From an optimization exercise on the open Yosys and OpenROAD flow, aimed at small area, a short achievable clock period and few clock cycles per item; shortcuts taken in it are not production practice. At most, simulation tests tie the RTL to the original design; equivalence was not proved. Power figures rest on the tool's default switching activity, not on a simulated workload.

==> flow/design.v <==
`default_nettype none
package unary_data_pkg;
    typedef logic signed [8-1:0] ifm_t;     
    typedef logic        [8-2:0] mag_t;     
    typedef logic signed [24-1:0] psum_t;
    typedef logic        [8-2:0] win_cnt_t;  
    localparam int unsigned WIN_LEN = 2 ** (8 - 1);
endpackage
`default_nettype wire
`default_nettype none
module unary_col
(
    input  wire logic [6:0] y,
    input  wire logic       sa_e,
    input  wire logic       n,
    input  wire logic [6:0] w,
    input  wire logic [6:0] bias_lo,
    output logic [6:0]      lo,
    output logic            c
);
    logic [6:0] r;
    logic [6:0] h;
    logic [6:0] bx;
    logic [5:0][5:0] pp;
    always_comb begin
        for (int k = 0; k < 7; k++) r[k] = w[6-k];
    end
    assign bx = bias_lo ^ {7{n}};
    logic [6:0] gen0, prop0;
    logic [6:0] gen1, prop1, gen2, prop2, gen3;
    logic [7:0] gt;
    assign gen0  = y & ~r;
    assign prop0 = y | ~r;
    for (genvar k = 0; k < 7; k++) begin : g_ks
        assign gen1[k]  = (k >= 1) ? gen0[k]  | (prop0[k] & gen0[k >= 1 ? k-1 : 0])  : gen0[k] | (prop0[k] & sa_e);
        assign prop1[k] = (k >= 1) ? prop0[k] & prop0[k >= 1 ? k-1 : 0] : 1'b0;
        assign gen2[k]  = (k >= 2) ? gen1[k]  | (prop1[k] & gen1[k >= 2 ? k-2 : 0])  : gen1[k] | (prop1[k] & sa_e);
        assign prop2[k] = (k >= 2) ? prop1[k] & prop1[k >= 2 ? k-2 : 0] : 1'b0;
        assign gen3[k]  = (k >= 4) ? gen2[k]  | (prop2[k] & gen2[k >= 4 ? k-4 : 0])  : gen2[k] | (prop2[k] & sa_e);
    end
    assign gt = {gen3, sa_e};
    for (genvar k = 0; k < 7; k++) begin : g_hit
        assign h[k] = r[k] & (y[k] | gt[k]);
    end
    for (genvar k = 0; k < 6; k++) begin : g_pp
        for (genvar j = 0; j < 6 - k; j++) begin : g_col
            assign pp[k][j] = r[k] & y[j+k+1];
        end
        for (genvar j = 6 - k; j < 6; j++) begin : g_pad
            assign pp[k][j] = 1'b0;
        end
    end
    wire fs0, fc0;
    assign fs0 = pp[0][0] ^ pp[1][0] ^ pp[2][0];
    assign fc0 = (pp[0][0] & pp[1][0]) | (pp[2][0] & (pp[0][0] ^ pp[1][0]));
    wire fs1, fc1;
    assign fs1 = pp[3][0] ^ pp[4][0] ^ pp[5][0];
    assign fc1 = (pp[3][0] & pp[4][0]) | (pp[5][0] & (pp[3][0] ^ pp[4][0]));
    wire fs2, fc2;
    assign fs2 = fs0 ^ fs1 ^ h[0];
    assign fc2 = (fs0 & fs1) | (h[0] & (fs0 ^ fs1));
    wire fs3, fc3;
    assign fs3 = h[1] ^ h[2] ^ h[3];
    assign fc3 = (h[1] & h[2]) | (h[3] & (h[1] ^ h[2]));
    wire fs4, fc4;
    assign fs4 = h[4] ^ h[5] ^ h[6];
    assign fc4 = (h[4] & h[5]) | (h[6] & (h[4] ^ h[5]));
    wire hs0, hc0;
    assign hs0 = fs2 ^ fs3;
    assign hc0 = fs2 & fs3;
    wire fs5, fc5;
    assign fs5 = bx[1] ^ pp[0][1] ^ pp[1][1];
    assign fc5 = (bx[1] & pp[0][1]) | (pp[1][1] & (bx[1] ^ pp[0][1]));
    wire fs6, fc6;
    assign fs6 = pp[2][1] ^ pp[3][1] ^ pp[4][1];
    assign fc6 = (pp[2][1] & pp[3][1]) | (pp[4][1] & (pp[2][1] ^ pp[3][1]));
    wire fs7, fc7;
    assign fs7 = fc0 ^ fc1 ^ fs5;
    assign fc7 = (fc0 & fc1) | (fs5 & (fc0 ^ fc1));
    wire fs8, fc8;
    assign fs8 = fs6 ^ fs7 ^ fc2;
    assign fc8 = (fs6 & fs7) | (fc2 & (fs6 ^ fs7));
    wire fs9, fc9;
    assign fs9 = fc3 ^ fc4 ^ hc0;
    assign fc9 = (fc3 & fc4) | (hc0 & (fc3 ^ fc4));
    wire fs10, fc10;
    assign fs10 = bx[2] ^ pp[0][2] ^ pp[1][2];
    assign fc10 = (bx[2] & pp[0][2]) | (pp[1][2] & (bx[2] ^ pp[0][2]));
    wire fs11, fc11;
    assign fs11 = pp[2][2] ^ pp[3][2] ^ fc5;
    assign fc11 = (pp[2][2] & pp[3][2]) | (fc5 & (pp[2][2] ^ pp[3][2]));
    wire fs12, fc12;
    assign fs12 = fc6 ^ fs10 ^ fc7;
    assign fc12 = (fc6 & fs10) | (fc7 & (fc6 ^ fs10));
    wire fs13, fc13;
    assign fs13 = fs11 ^ fs12 ^ fc8;
    assign fc13 = (fs11 & fs12) | (fc8 & (fs11 ^ fs12));
    wire fs14, fc14;
    assign fs14 = bx[3] ^ pp[0][3] ^ pp[1][3];
    assign fc14 = (bx[3] & pp[0][3]) | (pp[1][3] & (bx[3] ^ pp[0][3]));
    wire fs15, fc15;
    assign fs15 = pp[2][3] ^ fc10 ^ fs14;
    assign fc15 = (pp[2][3] & fc10) | (fs14 & (pp[2][3] ^ fc10));
    wire fs16, fc16;
    assign fs16 = fc11 ^ fs15 ^ fc12;
    assign fc16 = (fc11 & fs15) | (fc12 & (fc11 ^ fs15));
    wire fs17, fc17;
    assign fs17 = bx[4] ^ pp[0][4] ^ pp[1][4];
    assign fc17 = (bx[4] & pp[0][4]) | (pp[1][4] & (bx[4] ^ pp[0][4]));
    wire fs18, fc18;
    assign fs18 = fc14 ^ fs17 ^ fc15;
    assign fc18 = (fc14 & fs17) | (fc15 & (fc14 ^ fs17));
    wire fs19, fc19;
    assign fs19 = bx[5] ^ pp[0][5] ^ fc17;
    assign fc19 = (bx[5] & pp[0][5]) | (fc17 & (bx[5] ^ pp[0][5]));
    logic [7:0] ra, rb, pg, pk;
    logic [7:0] cg1, cp1, cg2, cp2, cg3;
    logic [8:0] cy;
    assign ra = {1'b0, bx[6], fs19, fs18, fs16, fc9, fs8, fs4};
    assign rb = {1'b0, fc19, fc18, fc16, fc13, fs13, fs9, hs0};
    assign pg = ra & rb;
    assign pk = ra ^ rb;
    for (genvar j = 0; j < 8; j++) begin : g_cpa
        assign cg1[j] = (j >= 1) ? pg[j]  | (pk[j]  & pg[j >= 1 ? j-1 : 0])  : pg[j] | (pk[j] & bx[0]);
        assign cp1[j] = (j >= 1) ? pk[j]  & pk[j >= 1 ? j-1 : 0] : 1'b0;
        assign cg2[j] = (j >= 2) ? cg1[j] | (cp1[j] & cg1[j >= 2 ? j-2 : 0]) : cg1[j] | (cp1[j] & bx[0]);
        assign cp2[j] = (j >= 2) ? cp1[j] & cp1[j >= 2 ? j-2 : 0] : 1'b0;
        assign cg3[j] = (j >= 4) ? cg2[j] | (cp2[j] & cg2[j >= 4 ? j-4 : 0]) : cg2[j] | (cp2[j] & bx[0]);
    end
    assign cy = {cg3, bx[0]};
    assign lo = (pk[6:0] ^ {7{n}}) ^ cy[6:0];
    assign c  = cy[7];
endmodule
`default_nettype wire
`default_nettype none
module psum_hi
#(
    parameter int W = 24 - 7
)
(
    input  wire logic [W-1:0] b,
    input  wire logic [W-1:0] q,
    input  wire logic         n,
    input  wire logic         cy,
    input  wire logic         go,
    output logic [W-1:0]      d
);
    logic [W:0] qg;
    always_comb begin
        qg[0] = go;
        for (int i = 0; i < W; i++) qg[i+1] = qg[i] & (b[i] ^ n);
    end
    assign d = (go ? b : q) ^ ({W{cy}} & qg[W-1:0]);
endmodule
`default_nettype wire
`default_nettype none
module unary_row_top
(
    input  wire logic                    clk,
    input  wire logic                    rst_n_i,
    input  wire logic                    start_i,
    input  wire unary_data_pkg::ifm_t                    ifm_i,
    input  wire logic                    wght_load_i,
    input  wire logic                    wght_sign_i,
    input  wire unary_data_pkg::mag_t                    wght_abs_i,
    input  wire logic                    wght_clr_i,
    input  wire unary_data_pkg::psum_t [4-1:0] bias_i,
    output logic                         busy_o,
    output unary_data_pkg::psum_t [4-1:0]      result_o,
    output logic                         result_valid_o
);
    localparam int HI = 24 - 7;   
    logic                                     valid_q;
    logic                                     go;
    logic [4-1:0]                   wght_sign_q;
    unary_data_pkg::mag_t [4-1:0]   wght_abs_q;
    logic                                     ifm_sign;
    logic                                     sa_e;
    logic [6:0]                               y;
    unary_data_pkg::psum_t [4-1:0]  res;
    assign go = start_i && !valid_q;   
    always_ff @(posedge clk or negedge rst_n_i) begin
        if (!rst_n_i) valid_q <= 1'b0;
        else          valid_q <= go;
    end
    assign busy_o         = valid_q;
    assign result_valid_o = valid_q;
    always_ff @(posedge clk or negedge rst_n_i) begin
        if (!rst_n_i) begin
            wght_sign_q <= '0;
            wght_abs_q  <= '0;
        end else if (wght_clr_i) begin
            wght_sign_q <= '0;
            wght_abs_q  <= '0;
        end else if (wght_load_i) begin
            wght_sign_q <= {wght_sign_q[4-2:0], wght_sign_i};
            wght_abs_q  <= {wght_abs_q[4-2:0], wght_abs_i};
        end
    end
    assign ifm_sign = ifm_i[8-1];
    assign sa_e     = ifm_sign;
    assign y        = ifm_i[8-2:0] ^ {7{sa_e}};
    for (genvar c = 0; c < 4; c++) begin : g_col
        logic          n, cy, m;
        logic [6:0]    lo;
        assign n = ifm_sign ^ wght_sign_q[c];
        unary_col i_col (
            .y(y), .sa_e(sa_e), .n(n), .w(wght_abs_q[c]),
            .bias_lo(bias_i[c][6:0]), .lo(lo), .c(cy)
        );
        psum_hi i_hi (
            .b(bias_i[c][24-1:7]), .q(result_o[c][24-1:7]),
            .n(n), .cy(cy), .go(go), .d(res[c][24-1:7])
        );
        assign res[c][6:0] = go ? lo : result_o[c][6:0];
    end
    always_ff @(posedge clk or negedge rst_n_i) begin
        if (!rst_n_i)  result_o <= '0;
        else           result_o <= res;   
    end
endmodule
`default_nettype wire
clock: 5.0 ns
lec_check: 0
cap_margin: 20
core_margin: 2
core_utilization: 40
cts_buf_list: sky130_fd_sc_hd__clkbuf_4 sky130_fd_sc_hd__clkbuf_8
slew_margin: 20
standard.sh (not shown) runs the stock make flow with config.mk's settings and CLKGATE_MAP_FILE= SYNTH_SCRIPT=/design/flow/synth_recipe.tcl, a recipe that flattens the netlist after the stock synthesis.
==> flow/flow/run.sh <==
#!/bin/bash
# The standard layout (standard.sh: the standard flow's synthesis and ORFS flow), except
# that the port buffers are the smallest buffer, sky130_fd_sc_hd__buf_1,
# rather than the cell buffer_ports picks by default, and clock tree synthesis
# uses larger sink clusters and no dummy loads. Repair may still resize the
# port buffers. The full output goes to standard.log.
set -o pipefail
export BUFFER_PORTS_ARGS="-buffer_cell sky130_fd_sc_hd__buf_1"
export CTS_ARGS="-sink_clustering_enable -repair_clock_nets -dont_use_dummy_load -buf_list {sky130_fd_sc_hd__clkbuf_4 sky130_fd_sc_hd__clkbuf_8} -sink_clustering_size 25 -sink_clustering_max_diameter 100"
bash standard.sh > standard.log 2>&1
The starting point completed without violations.
Testbench counts at the start, summed over its fixed seeds: cycles 2,304, items 1,024.
==> next run, changes <==
--- a/flow/design.v
+++ b/flow/design.v
@@ -78,11 +78,11 @@
     assign fs7 = fc0 ^ fc1 ^ fs5;
     assign fc7 = (fc0 & fc1) | (fs5 & (fc0 ^ fc1));
     wire fs8, fc8;
-    assign fs8 = fs6 ^ fs7 ^ fc2;
-    assign fc8 = (fs6 & fs7) | (fc2 & (fs6 ^ fs7));
+    assign fs8 = fs6 ^ fc2 ^ fs7;
+    assign fc8 = (fs6 & fc2) | (fs7 & (fs6 ^ fc2));
     wire fs9, fc9;
-    assign fs9 = fc3 ^ fc4 ^ hc0;
-    assign fc9 = (fc3 & fc4) | (hc0 & (fc3 ^ fc4));
+    assign fs9 = fc3 ^ fc4 ^ fs8;
+    assign fc9 = (fc3 & fc4) | (fs8 & (fc3 ^ fc4));
     wire fs10, fc10;
     assign fs10 = bx[2] ^ pp[0][2] ^ pp[1][2];
     assign fc10 = (bx[2] & pp[0][2]) | (pp[1][2] & (bx[2] ^ pp[0][2]));
@@ -93,8 +93,8 @@
     assign fs12 = fc6 ^ fs10 ^ fc7;
     assign fc12 = (fc6 & fs10) | (fc7 & (fc6 ^ fs10));
     wire fs13, fc13;
-    assign fs13 = fs11 ^ fs12 ^ fc8;
-    assign fc13 = (fs11 & fs12) | (fc8 & (fs11 ^ fs12));
+    assign fs13 = fs11 ^ fc8 ^ fs12;
+    assign fc13 = (fs11 & fc8) | (fs12 & (fs11 ^ fc8));
     wire fs14, fc14;
     assign fs14 = bx[3] ^ pp[0][3] ^ pp[1][3];
     assign fc14 = (bx[3] & pp[0][3]) | (pp[1][3] & (bx[3] ^ pp[0][3]));
@@ -116,8 +116,8 @@
     logic [7:0] ra, rb, pg, pk;
     logic [7:0] cg1, cp1, cg2, cp2, cg3;
     logic [8:0] cy;
-    assign ra = {1'b0, bx[6], fs19, fs18, fs16, fc9, fs8, fs4};
-    assign rb = {1'b0, fc19, fc18, fc16, fc13, fs13, fs9, hs0};
+    assign ra = {1'b0, bx[6], fs19, fs18, fc13, fc9, hc0, fs4};
+    assign rb = {1'b0, fc19, fc18, fc16, fs16, fs13, fs9, hs0};
     assign pg = ra & rb;
     assign pk = ra ^ rb;
     for (genvar j = 0; j < 8; j++) begin : g_cpa
After rerunning: Now the flow ran to the end with violations: setup timing; routed wire length went up by about 5.5%; setup slack gets worse by 380 ps; count of clock-buffer cells in the layout is unchanged; die area is higher by 1.0%; non-clock buffer count increases by 34; sequential power is about the same; register-to-register slack gets worse by 200 ps.
The RTL of the second run of this note was laid out without a check of its function.

-- static timing again, ports no longer ideal --
No port has a modelled driver above. Below, the same layouts with a new extraction and two added sets of constraints. Step 1 sets driving cells, clkbuf_16 on the clock port and buf_2 on the other inputs (assumed; they add their load-dependent delay and slew). Step 2, shift: input delay + t, output delay - t, t = (earliest + latest rising clock arrival at the registers) / 2. This alone moves slack from input paths to output paths. Three values: ideal, step 1, step 2; two values: the first two.
run | shift t [ns] | slack for setup (ns) | worst setup path at the end | latest minus earliest clock arrival (ns)
the first run | 0.478 | 0.152 / 0.127 / -0.351 | input to register | 0.030 / 0.030
the second run | 0.487 | -0.229 / -0.250 / -0.738 | input to register | 0.025 / 0.025
Met with ideal ports but missed after step 2: setup timing in the first run. For the second run, which loses most, drivers alone change the setup slack by -0.021 ns; drivers and shift together by -0.509 ns.
